Background: an optimization exercise with open tools, aiming at small area, a short achievable clock period and few clock cycles per item. Do not read the settings as production practice. At most, simulation tests tie the RTL to the original design; equivalence was not proved.

## rev 12
==> flow/design.v <==
`default_nettype none
module jam_top (
	input  logic        clk,
	input  logic        rst_n,
	input  logic        in_valid,
	input  logic [6:0]  in_cost,
	output logic        out_valid,
	output logic [59:0] out_data    
);
	logic [5:0]  k;         
	logic [55:0] A;         
	logic [6:0]  m;         
	logic        rdy;       
	logic        last;      
	logic        cmp;       
	logic        cmp7;      
	logic [2:0]  r;         
	logic        ins;       
	logic        subc;      
	logic        a_ld;      
	logic [2:0]  pcnt;      
	logic        out_v;
	logic [2:0]  beat;
	logic        row_end;
	logic        put7_n;    
	assign row_end = in_valid && (k[2:0] == 3'd7);
	assign put7_n  = out_v && (beat == 3'd4);
	always_ff @(posedge clk or negedge rst_n) begin
		if (!rst_n) begin
			k       <= 6'd0;
			rdy     <= 1'b0;
			last    <= 1'b0;
			cmp     <= 1'b0;
			cmp7    <= 1'b0;
			ins     <= 1'b0;
			subc    <= 1'b0;
			a_ld    <= 1'b0;
		end else begin
			rdy     <= row_end;
			last    <= row_end && (k[5:3] == 3'd7);
			cmp     <= rdy;
			cmp7    <= last;
			ins     <= row_end || (pcnt == 3'd3) || put7_n;
			subc    <= cmp7 || (pcnt > 3'd1) || put7_n;
			a_ld    <= (row_end && k[5:3] == 3'd7) || (pcnt == 3'd3);
			if (in_valid)
				k <= k + 6'd1;
		end
	end
	assign r = k[5:3] - 3'd1;
	function automatic logic [6:0] sub7(input logic [6:0] a, input logic [6:0] b);
		logic bw;
		bw = 1'b0;
		for (int i = 0; i < 7; i++) begin
			sub7[i] = a[i] ^ b[i] ^ bw;
			bw      = (~a[i] & b[i]) | (~(a[i] ^ b[i]) & bw);
		end
	endfunction
	logic [55:0] ring [7];
	logic [55:0] cmin;
	logic [55:0] sx, sy, d;
	always_comb begin
		sx = ins ? A : ring[6];
		for (int c = 0; c < 8; c++) begin
			sy[c*7 +: 7] = (m & {7{rdy}}) | (cmin[c*7 +: 7] & {7{subc}});
			d[c*7 +: 7]  = sub7(sx[c*7 +: 7], sy[c*7 +: 7]);
		end
	end
	always_ff @(posedge clk) begin
		if (in_valid) begin
			A <= {in_cost, A[55:7]};
			m <= (k[2:0] == 3'd0 || in_cost < m) ? in_cost : m;
		end else if (a_ld) begin
			A <= ring[6];
		end
	end
	logic [2:0] ph;         
	always_ff @(posedge clk) begin
		ring[0] <= d;   
		for (int i = 1; i < 7; i++)
			ring[i] <= ring[i-1];
	end
	always_ff @(posedge clk or negedge rst_n) begin
		if (!rst_n)
			ph <= 3'd0;
		else if ((rdy && r == 3'd0) || ph == 3'd6)
			ph <= 3'd0;
		else
			ph <= ph + 3'd1;
	end
	logic [63:0] z;         
	logic [7:0]  lt, le;
	logic [7:0]  roh;
	logic [63:0] tr, tc;    
	always_comb begin
		for (int c = 0; c < 8; c++) begin
			lt[c] = cmp && (r == 3'd0 || ring[0][c*7 +: 7] < cmin[c*7 +: 7]);
			le[c] = lt[c] || (cmp && ring[0][c*7 +: 7] == cmin[c*7 +: 7]);
		end
		for (int i = 0; i < 8; i++)
			roh[i] = (r == i[2:0]);
	end
	logic [63:0] z_n;
	always_comb
		for (int c = 0; c < 8; c++)
			for (int i = 0; i < 8; i++)
				z_n[i*8+c] = (z[i*8+c] && !lt[c]) || (roh[i] && le[c]);
	always_ff @(posedge clk) begin
		z <= z_n;
		for (int c = 0; c < 8; c++)
			if (lt[c])
				cmin[c*7 +: 7] <= ring[0][c*7 +: 7];
	end
	logic        busy;      
	logic        done;      
	logic [3:0]  drawn;
	logic [63:0] tr_init;
	logic [7:0]  mr, mc;    
	logic [7:0]  hr, hc;    
	logic [7:0]  rsel, csel;
	logic        take_col;
	logic [7:0]  zc, zr;    
	logic [63:0] zt;        
	logic        all_clear;
	logic [3:0]  pop;
	logic [7:0]  p2;
	logic [5:0]  p3;
	always_comb begin
		for (int i = 0; i < 8; i++) begin
			for (int p = 0; p < 4; p++)
				p2[p*2 +: 2] = {1'b0, z_n[i*8+2*p]} + {1'b0, z_n[i*8+2*p+1]};
			for (int q = 0; q < 2; q++)
				p3[q*3 +: 3] = {1'b0, p2[q*4 +: 2]} + {1'b0, p2[q*4+2 +: 2]};
			pop = {1'b0, p3[2:0]} + {1'b0, p3[5:3]};   
			for (int n = 0; n < 8; n++)
				tr_init[i*8+n] = (pop > n[3:0]);
		end
		for (int i = 0; i < 8; i++)
			for (int c = 0; c < 8; c++)
				zt[c*8+i] = z[i*8+c];
	end
	function automatic logic [7:0] first_word(input logic [7:0] f, input logic [63:0] w);
		logic [3:0]  f1;
		logic [31:0] w1;
		logic [1:0]  f2;
		logic [15:0] w2;
		for (int p = 0; p < 4; p++) begin
			f1[p]         = f[2*p] | f[2*p+1];
			w1[p*8 +: 8]  = f[2*p] ? w[2*p*8 +: 8] : w[(2*p+1)*8 +: 8];
		end
		for (int q = 0; q < 2; q++) begin
			f2[q]         = f1[2*q] | f1[2*q+1];
			w2[q*8 +: 8]  = f1[2*q] ? w1[2*q*8 +: 8] : w1[(2*q+1)*8 +: 8];
		end
		first_word = f2[0] ? w2[7:0] : w2[15:8];
	endfunction
	function automatic logic one_or_none(input logic [7:0] v);
		logic seen, two;
		seen = 1'b0;
		two  = 1'b0;
		for (int i = 0; i < 8; i++) begin
			two  = two | (seen & v[i]);
			seen = seen | v[i];
		end
		one_or_none = !two;
	endfunction
	always_comb begin
		mr = 8'd0;
		mc = 8'd0;
		for (int i = 0; i < 8; i++) begin
			mr = mr | tr[i*8 +: 8];
			mc = mc | tc[i*8 +: 8];
		end
		take_col = |(mc & ~mr);   
		for (int i = 0; i < 8; i++) begin
			hr[i] = &(tr[i*8 +: 8] | ~mr);
			hc[i] = &(tc[i*8 +: 8] | ~mc);
		end
		rsel = hr & (~hr + 8'd1);   
		csel = hc & (~hc + 8'd1);
		zr = first_word(hr, z);     
		zc = first_word(hc, zt);    
	end
	logic [7:0] nzr, nzc;   
	always_comb begin
		for (int i = 0; i < 8; i++) begin
			nzr[i] = tr[i*8];
			nzc[i] = tc[i*8];
		end
		all_clear = one_or_none(nzr) || one_or_none(nzc);
	end
	always_ff @(posedge clk) begin
		for (int i = 0; i < 8; i++) begin
			if (cmp7)
				tr[i*8 +: 8] <= tr_init[i*8 +: 8];
			else if (busy) begin
				if (take_col) begin
					if (zc[i])
						tr[i*8 +: 8] <= {1'b0, tr[i*8+1 +: 7]};
				end else if (rsel[i])
					tr[i*8 +: 8] <= 8'd0;
			end
			if (lt[i])
				tc[i*8 +: 8] <= 8'd1;
			else if (le[i])
				tc[i*8 +: 8] <= {tc[i*8 +: 7], 1'b1};
			else if (busy) begin
				if (take_col) begin
					if (csel[i])
						tc[i*8 +: 8] <= 8'd0;
				end else if (zr[i])
					tc[i*8 +: 8] <= {1'b0, tc[i*8+1 +: 7]};
			end
		end
		if (cmp7)
			drawn <= 4'd0;
		else if (busy)
			drawn <= drawn + 4'd1;
	end
	logic go;
	logic fin;
	assign fin  = done || (busy && all_clear);
	assign go   = fin && (ph == 3'd0);   
	always_ff @(posedge clk or negedge rst_n) begin
		if (!rst_n) begin
			busy  <= 1'b0;
			done  <= 1'b0;
			pcnt  <= 3'd0;
			out_v <= 1'b0;
			beat  <= 3'd0;
		end else begin
			busy <= cmp7 || (busy && !all_clear);
			done <= fin && !go;
			if (cmp7)
				pcnt <= 3'd7;
			else if (pcnt != 3'd0)
				pcnt <= pcnt - 3'd1;
			if (go) begin
				out_v <= 1'b1;
				beat  <= 3'd0;
			end else if (out_v) begin
				beat <= beat + 3'd1;
				if (beat == 3'd7)
					out_v <= 1'b0;
			end
		end
	end
	assign out_valid = out_v;
	assign out_data  = {ring[1], drawn};
endmodule
`default_nettype wire
clock: 15.0 ns
lec_check: 0
cap_margin: 20
core_margin: 2
core_utilization: 65
cts_cluster_diameter: 60
cts_cluster_size: 30
place_density: 0.75
slew_margin: 20
standard.sh (not shown) runs the stock make flow with config.mk's settings and CLKGATE_MAP_FILE= SYNTH_SCRIPT=/design/flow/synth_recipe.tcl, a recipe that flattens the netlist after the stock synthesis.
==> flow/flow/run.sh <==
#!/bin/bash
# Standard layout, with timing repair aiming for extra setup slack.
set -euo pipefail
bash standard.sh SETUP_SLACK_MARGIN=11 finish > make.log 2>&1
> inputs changed (rev 12 -> rev 13)
--- a/flow/design.v
+++ b/flow/design.v
@@ -119,24 +119,26 @@
 	logic [7:0]  hr, hc;    
 	logic [7:0]  rsel, csel;
 	logic        take_col;
 	logic [7:0]  zc, zr;    
 	logic [63:0] zt;        
 	logic        all_clear;
-	logic [3:0]  pop;
-	logic [7:0]  p2;
-	logic [5:0]  p3;
-	always_comb begin
-		for (int i = 0; i < 8; i++) begin
-			for (int p = 0; p < 4; p++)
-				p2[p*2 +: 2] = {1'b0, z_n[i*8+2*p]} + {1'b0, z_n[i*8+2*p+1]};
-			for (int q = 0; q < 2; q++)
-				p3[q*3 +: 3] = {1'b0, p2[q*4 +: 2]} + {1'b0, p2[q*4+2 +: 2]};
-			pop = {1'b0, p3[2:0]} + {1'b0, p3[5:3]};   
-			for (int n = 0; n < 8; n++)
-				tr_init[i*8+n] = (pop > n[3:0]);
+	function automatic logic [7:0] sort8(input logic [7:0] v);
+		logic [7:0] s;
+		s = v;
+		{s[0], s[1]} = {s[0] | s[1], s[0] & s[1]}; {s[2], s[3]} = {s[2] | s[3], s[2] & s[3]}; {s[4], s[5]} = {s[4] | s[5], s[4] & s[5]}; {s[6], s[7]} = {s[6] | s[7], s[6] & s[7]};
+		{s[0], s[2]} = {s[0] | s[2], s[0] & s[2]}; {s[1], s[3]} = {s[1] | s[3], s[1] & s[3]}; {s[4], s[6]} = {s[4] | s[6], s[4] & s[6]}; {s[5], s[7]} = {s[5] | s[7], s[5] & s[7]};
+		{s[1], s[2]} = {s[1] | s[2], s[1] & s[2]}; {s[5], s[6]} = {s[5] | s[6], s[5] & s[6]};
+		{s[0], s[4]} = {s[0] | s[4], s[0] & s[4]}; {s[1], s[5]} = {s[1] | s[5], s[1] & s[5]}; {s[2], s[6]} = {s[2] | s[6], s[2] & s[6]}; {s[3], s[7]} = {s[3] | s[7], s[3] & s[7]};
+		{s[2], s[4]} = {s[2] | s[4], s[2] & s[4]}; {s[3], s[5]} = {s[3] | s[5], s[3] & s[5]};
+		{s[1], s[2]} = {s[1] | s[2], s[1] & s[2]}; {s[3], s[4]} = {s[3] | s[4], s[3] & s[4]}; {s[5], s[6]} = {s[5] | s[6], s[5] & s[6]};
+		sort8 = s;
+	endfunction
+	always_comb begin
+		for (int i = 0; i < 8; i++) begin
+			tr_init[i*8 +: 8] = sort8(z_n[i*8 +: 8]);
 		end
 		for (int i = 0; i < 8; i++)
 			for (int c = 0; c < 8; c++)
 				zt[c*8+i] = z[i*8+c];
 	end
 	function automatic logic [7:0] first_word(input logic [7:0] f, input logic [63:0] w);
==> results.txt <==
Sort rev 13 and rev 12 by global-route usage, ascending, and rev 12 comes first. For the critical path depth, rev 13 came in 23 lower than rev 12 did. Area after synthesis shrinks slightly when moving from rev 12 to rev 13. Delta (rev 13 minus rev 12): layout sequential cell count was more or less identical; met2 layer wire length in the routed design went up by about 3.7%; buffering overhead went down by 1.0 points; count of clock-buffer cells in the layout went up by 5; adder-cell area share of the yosys netlist went down by 3.0 points. Against rev 12, rev 13 reports a die area that is lower. When rev 13 is set beside rev 12, its proportion of synthesized chip area in sequential cells turns out to be 0.82 points larger. Against rev 12, rev 13 comes in about 5% higher on total number of vias.
Testbench counts of rev 13, summed over its fixed seeds: cycles 15,727, matrices 192.
Only the layout flow was run in rev 12; the RTL was not checked for function there.

[separate check: timing with driven ports]
No port has a modelled driver above. Below, the same layouts with a new extraction and two added sets of constraints. Step 1, drivers: a clkbuf_16 drives clk and a buf_2 each remaining input, both assumed. Step 2 also shifts input and output timing later by t, the mid clock arrival at the registers, as if the neighbouring blocks saw the same clock. a / b / c = no drivers / after step 1 / after step 2; a / b = the first two.
run | t, ns | slack for setup (ns) | clock arrival spread, ns
rev 12 | 0.668 | 9.486 / 9.486 / 9.486 | 0.042 / 0.042
rev 13 | 0.667 | 10.864 / 10.806 / 10.204 | 0.047 / 0.047
After both steps setup and hold are still met in every run listed. The setup slack of rev 13, which loses most, moves by -0.058 ns with the drivers and by -0.660 ns with both steps.
